Source: an optimization exercise on an open RTL-to-GDS flow (aim: a short achievable clock period and few clock cycles). Production flows keep margins and buffers that such runs may drop.
In this exercise RTL edits were held to simulation tests only and were not proved equivalent to the original.
Power is estimated from default activity; no workload was simulated.

[design/flow/run.sh]
#!/bin/bash
# synth_recipe.tcl (not shown) runs the flow's synth.tcl, then flattens the netlist and writes it again
# the make line also repeats each setting of config.mk as NAME=value (left out here)
make -C /OpenROAD-flow-scripts/flow DESIGN_CONFIG=/design/flow/config.mk WORK_HOME=/design/flow/orfs CLKGATE_MAP_FILE= SYNTH_SCRIPT=/design/flow/synth_recipe.tcl finish
[design/flow/config.mk]
export PLATFORM = sky130hd
export DESIGN_NAME = mipsCore
export DESIGN_NICKNAME = mipsCore
export VERILOG_FILES = /design/flow/design.v
export SDC_FILE = /design/flow/constraint.sdc
export NUM_CORES = 8
export LEC_CHECK = 0
export CAP_MARGIN = 20
export CORE_MARGIN = 2
export CORE_UTILIZATION = 40
export SLEW_MARGIN = 20
[design/flow/constraint.sdc]
create_clock -name core_clock -period 10.0 [get_ports {clk}]
set_input_delay 2.0000 -clock core_clock [delete_from_list [all_inputs] [get_ports {clk}]]
set_output_delay 2.0000 -clock core_clock [all_outputs]
set_load 0.01 [all_outputs]
[design/flow/design.v]
`default_nettype none
package mipsPkg;
    typedef logic [32-1:0]     word_t;
    typedef logic [5-1:0] regAddr_t;
    typedef enum logic [2:0] {
        ALU_AND = 3'b000,
        ALU_OR  = 3'b001,
        ALU_ADD = 3'b010,
        ALU_SUB = 3'b110,
        ALU_SLT = 3'b111
    } aluOp_t;
    typedef enum logic [1:0] {
        FWD_REG = 2'b00,     
        FWD_WB  = 2'b01,     
        FWD_MEM = 2'b10      
    } fwdSel_t;
    typedef struct packed {
        logic   regWrite;
        logic   memToReg;
        logic   memWrite;
        logic   aluSrc;      
        logic   regDst;      
        logic   branch;
        logic   jump;
        aluOp_t aluOp;
    } ctrl_t;
    typedef struct packed {
        word_t instr;
        word_t pcPlus4;
    } ifId_t;
    typedef struct packed {
        logic     regWrite;
        logic     memToReg;
        logic     memWrite;
        logic     aluSrc;
        logic     regDst;
        aluOp_t   aluOp;
        word_t    rd1;
        word_t    rd2;
        word_t    signImm;
        regAddr_t rs;
        regAddr_t rt;
        regAddr_t rd;
    } idEx_t;
    typedef struct packed {
        logic     regWrite;
        logic     memToReg;
        logic     memWrite;
        word_t    aluOut;
        word_t    writeData;
        regAddr_t writeReg;
    } exMem_t;
    typedef struct packed {
        logic     regWrite;
        logic     memToReg;
        word_t    readData;
        word_t    aluOut;
        regAddr_t writeReg;
    } memWb_t;
    localparam int IFID_W  = 2*32;
    localparam int IDEX_W  = 8 + 3*32 + 3*5;
    localparam int EXMEM_W = 3 + 2*32 + 5;
    localparam int MEMWB_W = 2 + 2*32 + 5;
endpackage
`default_nettype wire
`timescale 1ns/100ps
`default_nettype none
module pipeStageReg #(
    parameter int W = 32
) (
    input  logic clk,
    input  logic rst,
    input  logic en,
    input  logic clear,
    input  logic [W-1:0] d,
    output logic [W-1:0] q
);
    always_ff @(posedge clk or posedge rst) begin
        if (rst) begin
            q <= '0;
        end else if (clear) begin
            q <= '0;         
        end else if (en) begin
            q <= d;
        end
    end
endmodule
`default_nettype wire
`timescale 1ns/100ps
`default_nettype none
module controlDecoder
(
    input  mipsPkg::word_t instr,
    output mipsPkg::ctrl_t ctrl
);
    logic [5:0] opcode;
    logic [5:0] funct;
    assign opcode = instr[31:26];
    assign funct  = instr[5:0];
    always_comb begin
        ctrl = '0;
        case (opcode)
            6'b000000: begin
                ctrl.regWrite = 1'b1;
                ctrl.regDst   = 1'b1;
                case (funct)
                    6'b100000: ctrl.aluOp = mipsPkg::ALU_ADD;
                    6'b100010: ctrl.aluOp = mipsPkg::ALU_SUB;
                    6'b100100: ctrl.aluOp = mipsPkg::ALU_AND;
                    6'b100101:  ctrl.aluOp = mipsPkg::ALU_OR;
                    6'b101010: ctrl.aluOp = mipsPkg::ALU_SLT;
                    default: ctrl = '0;      
                endcase
            end
            6'b100011: begin
                ctrl.regWrite = 1'b1;
                ctrl.memToReg = 1'b1;
                ctrl.aluSrc   = 1'b1;
                ctrl.aluOp    = mipsPkg::ALU_ADD;     
            end
            6'b101011: begin
                ctrl.memWrite = 1'b1;
                ctrl.aluSrc   = 1'b1;
                ctrl.aluOp    = mipsPkg::ALU_ADD;
            end
            6'b000100: begin
                ctrl.branch = 1'b1;
                ctrl.aluOp  = mipsPkg::ALU_SUB;
            end
            6'b001000: begin
                ctrl.regWrite = 1'b1;
                ctrl.aluSrc   = 1'b1;
                ctrl.aluOp    = mipsPkg::ALU_ADD;
            end
            6'b000010: begin
                ctrl.jump = 1'b1;
            end
            default: begin
                ctrl = '0;
            end
        endcase
    end
endmodule
`default_nettype wire
`timescale 1ns/100ps
`default_nettype none
module regFile
(
    input  logic     clk,
    input  logic     rst,
    input  mipsPkg::regAddr_t ra1,
    input  mipsPkg::regAddr_t ra2,
    output mipsPkg::word_t    rd1,
    output mipsPkg::word_t    rd2,
    input  logic     we,
    input  mipsPkg::regAddr_t wa,
    input  mipsPkg::word_t    wd
);
    mipsPkg::word_t regs [0:2**5-1];
    always_ff @(posedge clk or posedge rst) begin
        if (rst) begin
            for (int i = 0; i < 2**5; i++) begin
                regs[i] <= '0;
            end
        end else if (we && wa != '0) begin     
            regs[wa] <= wd;
        end
    end
    assign rd1 = (ra1 == '0) ? '0 : (we && wa == ra1) ? wd : regs[ra1];
    assign rd2 = (ra2 == '0) ? '0 : (we && wa == ra2) ? wd : regs[ra2];
endmodule
`default_nettype wire
`timescale 1ns/100ps
`default_nettype none
module fetchStage
(
    input  logic  clk,
    input  logic  rst,
    input  logic  stallF,
    input  logic  redirect,      
    input  mipsPkg::word_t target,
    output mipsPkg::word_t pcF,
    output mipsPkg::word_t pcPlus4
);
    mipsPkg::word_t pcNext;
    assign pcPlus4 = pcF + 32'd4;
    assign pcNext  = redirect ? target : pcPlus4;
    always_ff @(posedge clk or posedge rst) begin
        if (rst) begin
            pcF <= 32'h0000_0000;
        end else if (!stallF) begin
            pcF <= pcNext;
        end
    end
endmodule
`default_nettype wire
`timescale 1ns/100ps
`default_nettype none
module decodeStage
(
    input  logic     clk,
    input  logic     rst,
    input  logic     stallD,
    input  mipsPkg::ifId_t    ifIdIn,
    input  mipsPkg::word_t    rd1,
    input  mipsPkg::word_t    rd2,
    input  mipsPkg::word_t    memAluOut,
    input  logic     fwdAD,
    input  logic     fwdBD,
    output mipsPkg::ctrl_t    ctrl,
    output mipsPkg::regAddr_t rs,
    output mipsPkg::regAddr_t rt,
    output logic     redirect,
    output mipsPkg::word_t    target,
    output mipsPkg::idEx_t    idEx
);
    mipsPkg::ifId_t ifIdQ;
    mipsPkg::word_t signImm;
    mipsPkg::word_t cmpA;
    mipsPkg::word_t cmpB;
    mipsPkg::word_t branchTarget;
    mipsPkg::word_t jumpTarget;
    logic  equalD;
    pipeStageReg #(.W(mipsPkg::IFID_W)) ifIdReg (
        .clk   (clk),
        .rst   (rst),
        .en    (!stallD),
        .clear (redirect),
        .d     (ifIdIn),
        .q     (ifIdQ)
    );
    controlDecoder decoder (
        .instr (ifIdQ.instr),
        .ctrl  (ctrl)
    );
    assign rs      = ifIdQ.instr[25:21];
    assign rt      = ifIdQ.instr[20:16];
    assign signImm = {{16{ifIdQ.instr[15]}}, ifIdQ.instr[15:0]};
    assign cmpA   = fwdAD ? memAluOut : rd1;
    assign cmpB   = fwdBD ? memAluOut : rd2;
    assign equalD = (cmpA == cmpB);
    assign branchTarget = ifIdQ.pcPlus4 + {signImm[29:0], 2'b00};
    assign jumpTarget   = {ifIdQ.pcPlus4[31:28], ifIdQ.instr[25:0], 2'b00};
    assign redirect = !stallD && ((ctrl.branch && equalD) || ctrl.jump);
    assign target   = ctrl.jump ? jumpTarget : branchTarget;
    assign idEx.regWrite = ctrl.regWrite;
    assign idEx.memToReg = ctrl.memToReg;
    assign idEx.memWrite = ctrl.memWrite;
    assign idEx.aluSrc = ctrl.aluSrc;
    assign idEx.regDst = ctrl.regDst;
    assign idEx.aluOp = ctrl.aluOp;
    assign idEx.rd1 = rd1;
    assign idEx.rd2 = rd2;
    assign idEx.signImm = signImm;
    assign idEx.rs = rs;
    assign idEx.rt = rt;
    assign idEx.rd = ifIdQ.instr[15:11];
endmodule
`default_nettype wire
`timescale 1ns/100ps
`default_nettype none
module executeStage
(
    input  logic     clk,
    input  logic     rst,
    input  logic     flushE,
    input  mipsPkg::idEx_t    idEx,
    input  mipsPkg::word_t    result,         
    input  mipsPkg::word_t    memAluOut,
    input  mipsPkg::fwdSel_t  fwdAE,
    input  mipsPkg::fwdSel_t  fwdBE,
    output mipsPkg::regAddr_t rsE,
    output mipsPkg::regAddr_t rtE,
    output mipsPkg::regAddr_t writeRegE,
    output logic     regWriteE,
    output logic     memToRegE,
    output mipsPkg::exMem_t   exMem
);
    mipsPkg::idEx_t idExQ;
    mipsPkg::word_t srcA;
    mipsPkg::word_t srcB;
    mipsPkg::word_t writeDataE;
    mipsPkg::word_t aluOut;
    pipeStageReg #(.W(mipsPkg::IDEX_W)) idExReg (
        .clk   (clk),
        .rst   (rst),
        .en    (1'b1),
        .clear (flushE),         
        .d     (idEx),
        .q     (idExQ)
    );
    always_comb begin
        case (fwdAE)
            mipsPkg::FWD_WB:  srcA = result;
            mipsPkg::FWD_MEM: srcA = memAluOut;
            default: srcA = idExQ.rd1;
        endcase
        case (fwdBE)
            mipsPkg::FWD_WB:  writeDataE = result;
            mipsPkg::FWD_MEM: writeDataE = memAluOut;
            default: writeDataE = idExQ.rd2;
        endcase
    end
    assign srcB = idExQ.aluSrc ? idExQ.signImm : writeDataE;
    always_comb begin
        case (idExQ.aluOp)
            mipsPkg::ALU_AND: aluOut = srcA & srcB;
            mipsPkg::ALU_OR:  aluOut = srcA | srcB;
            mipsPkg::ALU_ADD: aluOut = srcA + srcB;
            mipsPkg::ALU_SUB: aluOut = srcA - srcB;
            mipsPkg::ALU_SLT: aluOut = ($signed(srcA) < $signed(srcB)) ? 32'd1 : 32'd0;
            default: aluOut = '0;
        endcase
    end
    assign rsE       = idExQ.rs;
    assign rtE       = idExQ.rt;
    assign writeRegE = idExQ.regDst ? idExQ.rd : idExQ.rt;
    assign regWriteE = idExQ.regWrite;
    assign memToRegE = idExQ.memToReg;
    assign exMem.regWrite = idExQ.regWrite;
    assign exMem.memToReg = idExQ.memToReg;
    assign exMem.memWrite = idExQ.memWrite;
    assign exMem.aluOut = aluOut;
    assign exMem.writeData = writeDataE;
    assign exMem.writeReg = writeRegE;
endmodule
`default_nettype wire
`timescale 1ns/100ps
`default_nettype none
module memWbStage
(
    input  logic   clk,
    input  logic   rst,
    input  mipsPkg::exMem_t exMem,
    input  mipsPkg::word_t  readData,
    output logic   memWrite,
    output mipsPkg::word_t  dataAddr,
    output mipsPkg::word_t  writeData,
    output mipsPkg::word_t  memAluOut,
    output mipsPkg::word_t  result,
    output mipsPkg::exMem_t exMemView,        
    output mipsPkg::memWb_t memWbView
);
    mipsPkg::exMem_t exMemQ;
    mipsPkg::memWb_t memWbD;
    mipsPkg::memWb_t memWbQ;
    pipeStageReg #(.W(mipsPkg::EXMEM_W)) exMemReg (
        .clk   (clk),
        .rst   (rst),
        .en    (1'b1),
        .clear (1'b0),
        .d     (exMem),
        .q     (exMemQ)
    );
    assign memWrite  = exMemQ.memWrite;
    assign dataAddr  = exMemQ.aluOut;
    assign writeData = exMemQ.writeData;
    assign memAluOut = exMemQ.aluOut;
    assign exMemView = exMemQ;
    assign memWbD.regWrite = exMemQ.regWrite;
    assign memWbD.memToReg = exMemQ.memToReg;
    assign memWbD.readData = readData;
    assign memWbD.aluOut = exMemQ.aluOut;
    assign memWbD.writeReg = exMemQ.writeReg;
    pipeStageReg #(.W(mipsPkg::MEMWB_W)) memWbReg (
        .clk   (clk),
        .rst   (rst),
        .en    (1'b1),
        .clear (1'b0),
        .d     (memWbD),
        .q     (memWbQ)
    );
    assign result    = memWbQ.memToReg ? memWbQ.readData : memWbQ.aluOut;
    assign memWbView = memWbQ;
endmodule
`default_nettype wire
`timescale 1ns/100ps
`default_nettype none
module hazardUnit
(
    input  mipsPkg::regAddr_t rsD,
    input  mipsPkg::regAddr_t rtD,
    input  mipsPkg::regAddr_t rsE,
    input  mipsPkg::regAddr_t rtE,
    input  mipsPkg::regAddr_t writeRegE,
    input  mipsPkg::regAddr_t writeRegM,
    input  mipsPkg::regAddr_t writeRegW,
    input  logic     branchD,
    input  logic     regWriteE,
    input  logic     memToRegE,
    input  logic     regWriteM,
    input  logic     memToRegM,
    input  logic     regWriteW,
    output logic     stallF,
    output logic     stallD,
    output logic     flushE,
    output logic     fwdAD,
    output logic     fwdBD,
    output mipsPkg::fwdSel_t  fwdAE,
    output mipsPkg::fwdSel_t  fwdBE
);
    logic loadUseStall;
    logic branchStall;
    function automatic logic [1:0] pickSource(logic [4:0] src, logic [4:0] regM, logic weM,
                                              logic [4:0] regW, logic weW);
        if (src != '0 && weM && src == regM) begin
            pickSource = mipsPkg::FWD_MEM;
        end else if (src != '0 && weW && src == regW) begin
            pickSource = mipsPkg::FWD_WB;
        end else begin
            pickSource = mipsPkg::FWD_REG;
        end
    endfunction
    assign fwdAE = mipsPkg::fwdSel_t'(pickSource(rsE, writeRegM, regWriteM, writeRegW, regWriteW));
    assign fwdBE = mipsPkg::fwdSel_t'(pickSource(rtE, writeRegM, regWriteM, writeRegW, regWriteW));
    assign fwdAD = (rsD != '0) && regWriteM && (rsD == writeRegM);   
    assign fwdBD = (rtD != '0) && regWriteM && (rtD == writeRegM);
    assign loadUseStall = memToRegE && (rtE == rsD || rtE == rtD);
    assign branchStall = branchD &&
        ((regWriteE && writeRegE != '0 && (writeRegE == rsD || writeRegE == rtD)) ||
         (memToRegM && writeRegM != '0 && (writeRegM == rsD || writeRegM == rtD)));
    assign stallD = loadUseStall || branchStall;
    assign stallF = stallD;
    assign flushE = stallD;      
endmodule
`default_nettype wire
`timescale 1ns/100ps
`default_nettype none
module mipsCore
(
    input  logic  clk,
    input  logic  rst,
    output mipsPkg::word_t pcF,
    input  mipsPkg::word_t instr,
    output logic  memWrite,
    output mipsPkg::word_t dataAddr,
    output mipsPkg::word_t writeData,
    input  mipsPkg::word_t readData
);
    mipsPkg::word_t    pcPlus4F;
    mipsPkg::ifId_t    ifIdF;
    logic     redirectD;
    mipsPkg::word_t    targetD;
    mipsPkg::ctrl_t    ctrlD;
    mipsPkg::regAddr_t rsD;
    mipsPkg::regAddr_t rtD;
    mipsPkg::word_t    rd1D;
    mipsPkg::word_t    rd2D;
    mipsPkg::idEx_t    idExD;
    mipsPkg::regAddr_t rsE;
    mipsPkg::regAddr_t rtE;
    mipsPkg::regAddr_t writeRegE;
    logic     regWriteE;
    logic     memToRegE;
    mipsPkg::exMem_t   exMemE;
    mipsPkg::word_t    memAluOut;
    mipsPkg::word_t    resultW;
    mipsPkg::exMem_t   exMemView;
    mipsPkg::memWb_t   memWbView;
    logic     stallF;
    logic     stallD;
    logic     flushE;
    logic     fwdAD;
    logic     fwdBD;
    mipsPkg::fwdSel_t  fwdAE;
    mipsPkg::fwdSel_t  fwdBE;
    assign ifIdF.instr = instr;
    assign ifIdF.pcPlus4 = pcPlus4F;
    fetchStage fetch (
        .clk      (clk),
        .rst      (rst),
        .stallF   (stallF),
        .redirect (redirectD),
        .target   (targetD),
        .pcF      (pcF),
        .pcPlus4  (pcPlus4F)
    );
    decodeStage decode (
        .clk       (clk),
        .rst       (rst),
        .stallD    (stallD),
        .ifIdIn    (ifIdF),
        .rd1       (rd1D),
        .rd2       (rd2D),
        .memAluOut (memAluOut),
        .fwdAD     (fwdAD),
        .fwdBD     (fwdBD),
        .ctrl      (ctrlD),
        .rs        (rsD),
        .rt        (rtD),
        .redirect  (redirectD),
        .target    (targetD),
        .idEx      (idExD)
    );
    regFile regs (
        .clk (clk),
        .rst (rst),
        .ra1 (rsD),
        .ra2 (rtD),
        .rd1 (rd1D),
        .rd2 (rd2D),
        .we  (memWbView.regWrite),
        .wa  (memWbView.writeReg),
        .wd  (resultW)
    );
    executeStage execute (
        .clk       (clk),
        .rst       (rst),
        .flushE    (flushE),
        .idEx      (idExD),
        .result    (resultW),
        .memAluOut (memAluOut),
        .fwdAE     (fwdAE),
        .fwdBE     (fwdBE),
        .rsE       (rsE),
        .rtE       (rtE),
        .writeRegE (writeRegE),
        .regWriteE (regWriteE),
        .memToRegE (memToRegE),
        .exMem     (exMemE)
    );
    memWbStage memWb (
        .clk       (clk),
        .rst       (rst),
        .exMem     (exMemE),
        .readData  (readData),
        .memWrite  (memWrite),
        .dataAddr  (dataAddr),
        .writeData (writeData),
        .memAluOut (memAluOut),
        .result    (resultW),
        .exMemView (exMemView),
        .memWbView (memWbView)
    );
    hazardUnit hazard (
        .rsD       (rsD),
        .rtD       (rtD),
        .rsE       (rsE),
        .rtE       (rtE),
        .writeRegE (writeRegE),
        .writeRegM (exMemView.writeReg),
        .writeRegW (memWbView.writeReg),
        .branchD   (ctrlD.branch),
        .regWriteE (regWriteE),
        .memToRegE (memToRegE),
        .regWriteM (exMemView.regWrite),
        .memToRegM (exMemView.memToReg),
        .regWriteW (memWbView.regWrite),
        .stallF    (stallF),
        .stallD    (stallD),
        .flushE    (flushE),
        .fwdAD     (fwdAD),
        .fwdBD     (fwdBD),
        .fwdAE     (fwdAE),
        .fwdBE     (fwdBE)
    );
endmodule
`default_nettype wire
==> flow_summary.ini <==
[critical_path]
cp_slowest_cell = a2111oi_1
crit_fanout = 34
worstPathCellList = buf_4, nand2b_1, nor2_2, buf_4, a22oi_1, nand2_1, nor4_1, buf_4, o22a_1, or3_1, a21oi_1, a2111oi_1, nand4b_1, nand4b_4, nor2_8, nor2_4, buf_4, a221o_1
regToRegSetupSlack_ns = 1.28
arrival_ns = 9.42
cpLargestDelayFamily = simple AND/OR/NAND/NOR gates
critPathRequiredTime_ns = 10.70
critical_path_class = reg -> reg
critPathMostFrequentCell = buf_4
path_buf_inv = 4
start_kind = flop
end_kind = flop
max_stage_delay_ns = 1.15

[clock_network]
cts_sinks = 1329
htree_levels = 4
insertion_delay_ns = 0.85
clock_path_buffers = 3
postCtsSetupBuffers = 0
cts_made_buffers = 153
cts_resized = 0
path_clk_slew_ns = 0.06
hold_buffers = 0
cts_root_buf = clkbuf_16
cts_tree = done

[floorplanning]
fp-row-count = 155
die_h_um = 427
start_util = 0.402
fp.dieW_um = 427
coreArea_um2 = 178000
boundaryPins = 163
floorplan.die_area_um2 = 183000

[timing]
slew_headroom = 0.0236
grt_setup_unrepaired = no
worst_pin_slew_ns = 1.46
finalSetupViolations = 0
drv_slew = 0
post-route-period-util = 0.872
period_needed_ns = 8.72
final-hold-violation-count = 0
max_freq_ghz = 0.115
tns_ns = 0
final.setup_skew_ns = 0.0522

[detailed_routing]
wl_per_cell_um = 37.3
first_pass_iters = 17
met1_length_um = 146000
drtIter0Drc = 13800
wl_met3_um = 57500
via_count = 72700
drc = 0
ant_nets = 0
highest_layer = met5
routed_via_density = 7.03
met2_length_um = 150000
wl_um = 386000

[logic_synthesis]
synth_top_cell_by_area = dfrtp_1
synth_fp_nets = 8251
synthCells = 8054
synth.ff_latch_count = 1329
synth_edf_count = 0
synth_area_um2 = 71700
syn_avg_cell_area_um2 = 8.90
synthDistinctLibCells = 104
ys_seq_area_frac = 0.464
synthTopCellsByCount = dfrtp_1 (1329), nor2_1 (852), nand2_1 (756)
yosys-top-cells-area = dfrtp_1 (46%), a22oi_1 (5.6%), a21oi_1 (5.2%)
synth_top_area_share = 0.464
yosys.cell_count.top_type = dfrtp_1
synthFlopType = dfrtp_1
yosysWarnings = 10
synthArstFlopShare = 1.00

[place]
placed_area_um2 = 75800
place.port_buffers = 162
hpwl_um = 252000
place_congestion = 1.07

[global_route]
antenna_found_initial = 40
gr-total-overflow = 0
grt.total_usage = 0.413
grt_max_degree = 168
first_global_vias = 66800
grt_pass1_wl_um = 530000

[finish]
fin_area_um2 = 81200
syn_to_final_growth_pct = 13.3
utilization = 0.456
fin_nets = 8036
drive_gt1_frac = 0.0963

[run_status]
outcome = no timing/DRC/antenna violations

[min_path]
hp-class = reg -> reg

[power_and_ir_drop]
p_leak_uw = 0.0354
p_per_area_nw_per_um2 = 170
ir_worst_vdd_uv = 123

[run]
max_cap_viol_count = 0
-- layout make-up --
cell class	count	area (µm²)
Timing Repair Buffer	414	3810
Sequential cell	1329	33300
Multi-Input combinational cell	5791	35400
Antenna cell	33	82.6
Tap cell	2355	2950
Clock buffer	216	4470
Clock inverter	55	631
Fill cell	17100	97000
Inverter	150	567
-- per-stage QoR --
| stage | instances | worst slack (ns) | total power (µW) | hold WS (ns) |
|---|---|---|---|---|
| final | 10300 | 1.28 | 13800 | 0.362 |
| after global routing | 10300 | 1.46 | 14200 | 0.380 |
| after CTS | 10300 | 2.08 | 13700 | 0.357 |
| after detailed placement | 10000 | 2.09 | 7900 | 0.342 |
| after global placement | 10000 | 2.01 | 7870 | 0.342 |
| after floorplan | 8054 | -10.38 | 7110 | 0.331 |
-- worst reg2reg max path: cells and delay by family (launching register included) --
family                 cells  cell delay, ns
flip-flops                 1            0.77
buffers and inverters      4            1.46
AO/OA/AOI/OAI              5            2.16
AND/OR/NAND/NOR            9            4.25
-- path summary, 6_finish.rpt --
| path | to | startpoint | depth (start not counted) |
|---|---|---|---|
| max reg2reg | fetch.pcF[3] | decode.ifIdReg.q[48] | 18 |
| max | fetch.pcF[3] | decode.ifIdReg.q[48] | 18 |
| min reg2reg | memWb.exMemReg.q[69] | execute.idExReg.q[116] | 0 |
| max in group asynchronous | regs.regs[11][15] | rst | 4 |
| min | memWb.exMemReg.q[69] | execute.idExReg.q[116] | 0 |
| min in group asynchronous | regs.regs[6][26] | rst | 2 |
-- cells in the final DEF (no fill, tap or decap), types with 125 or more instances in the layout --
master and count:
nand4_1 168, a21oi_1 744, clkdlybuf4s50_1 162, ha_1 128, and3_1 305, buf_4 230, dfrtp_1 1318, nand2_1 747
inv_1 145, a22o_1 125, clkbuf_16 157, o21ai_0 657, nor2_1 804, nand3_1 231, a22oi_1 534
-- layer usage --
metal / vias up / GRT usage
li1: 28800 / -
met1: 35500 / 0.542
met2: 6442 / 0.554
met3: 1887 / 0.175
met4: 14 / 0.260
met5: - / 0.00741
-- registers in the layout, summed over array words and instances (netlist names) --
register           count
regs.regs            992
execute.idExReg.q     98
memWb.exMemReg.q      72
memWb.memWbReg.q      71
decode.ifIdReg.q      64
fetch.pcF             32
-- power breakdown --
| part | leakage, µW | internal [µW] | switching (µW) |
|---|---|---|---|
| sequential | 0.0181 | 5640 | 364 |
| combinational | 0.0148 | 701 | 1220 |
| clock | 0.00252 | 3400 | 2460 |
| total | 0.0354 | 9730 | 4040 |
-- logic make-up (layout without fill, tap and decap cells) --
kind of cell,count (synthesis),count (layout),synth area share
DFF,1329,1329,0.464
muxes,107,107,0.0155
AOI/OAI and AO/OA,2679,2679,0.241
other,0,33,0
xor gates and xnor gates,172,172,0.0210
adders and majority gates,131,131,0.0232
and+or+nand+nor,2702,2702,0.179
buffers and inverters,934,835,0.0565
Testbench counts, summed over its fixed seeds: cycles 34,360.

[re-timing with driven ports]
The flow's constraints put no driver on any port. The routed layout listed below was extracted and timed again, unchanged, in two steps. Step 1 (the two cells are an assumption about what drives the block):
set clk [get_ports {clk}]
set_driving_cell -lib_cell sky130_fd_sc_hd__clkbuf_16 $clk
set_driving_cell -lib_cell sky130_fd_sc_hd__buf_2 [delete_from_list [all_inputs] $clk]
Step 2 moves the port delays by t, midway between the first and last clock arrival at a register: inputs arrive t later, outputs are due t later. That takes back most of the time a late clock gives input paths. Three values: ideal ports, drivers, drivers and shift; two values: the first two.
t, ns: 0.911
setup WS [ns]: 1.284 / 1.284 / 1.284
hold slack, ns: 0.362 / 0.362 / 0.362
worst setup path at the end: register to register
latest minus earliest clock arrival (ns): 0.053 / 0.053
After both steps setup and hold are still met in this run. The setup slack of this run moves by 0.000 ns with the drivers and by 0.000 ns with both steps.
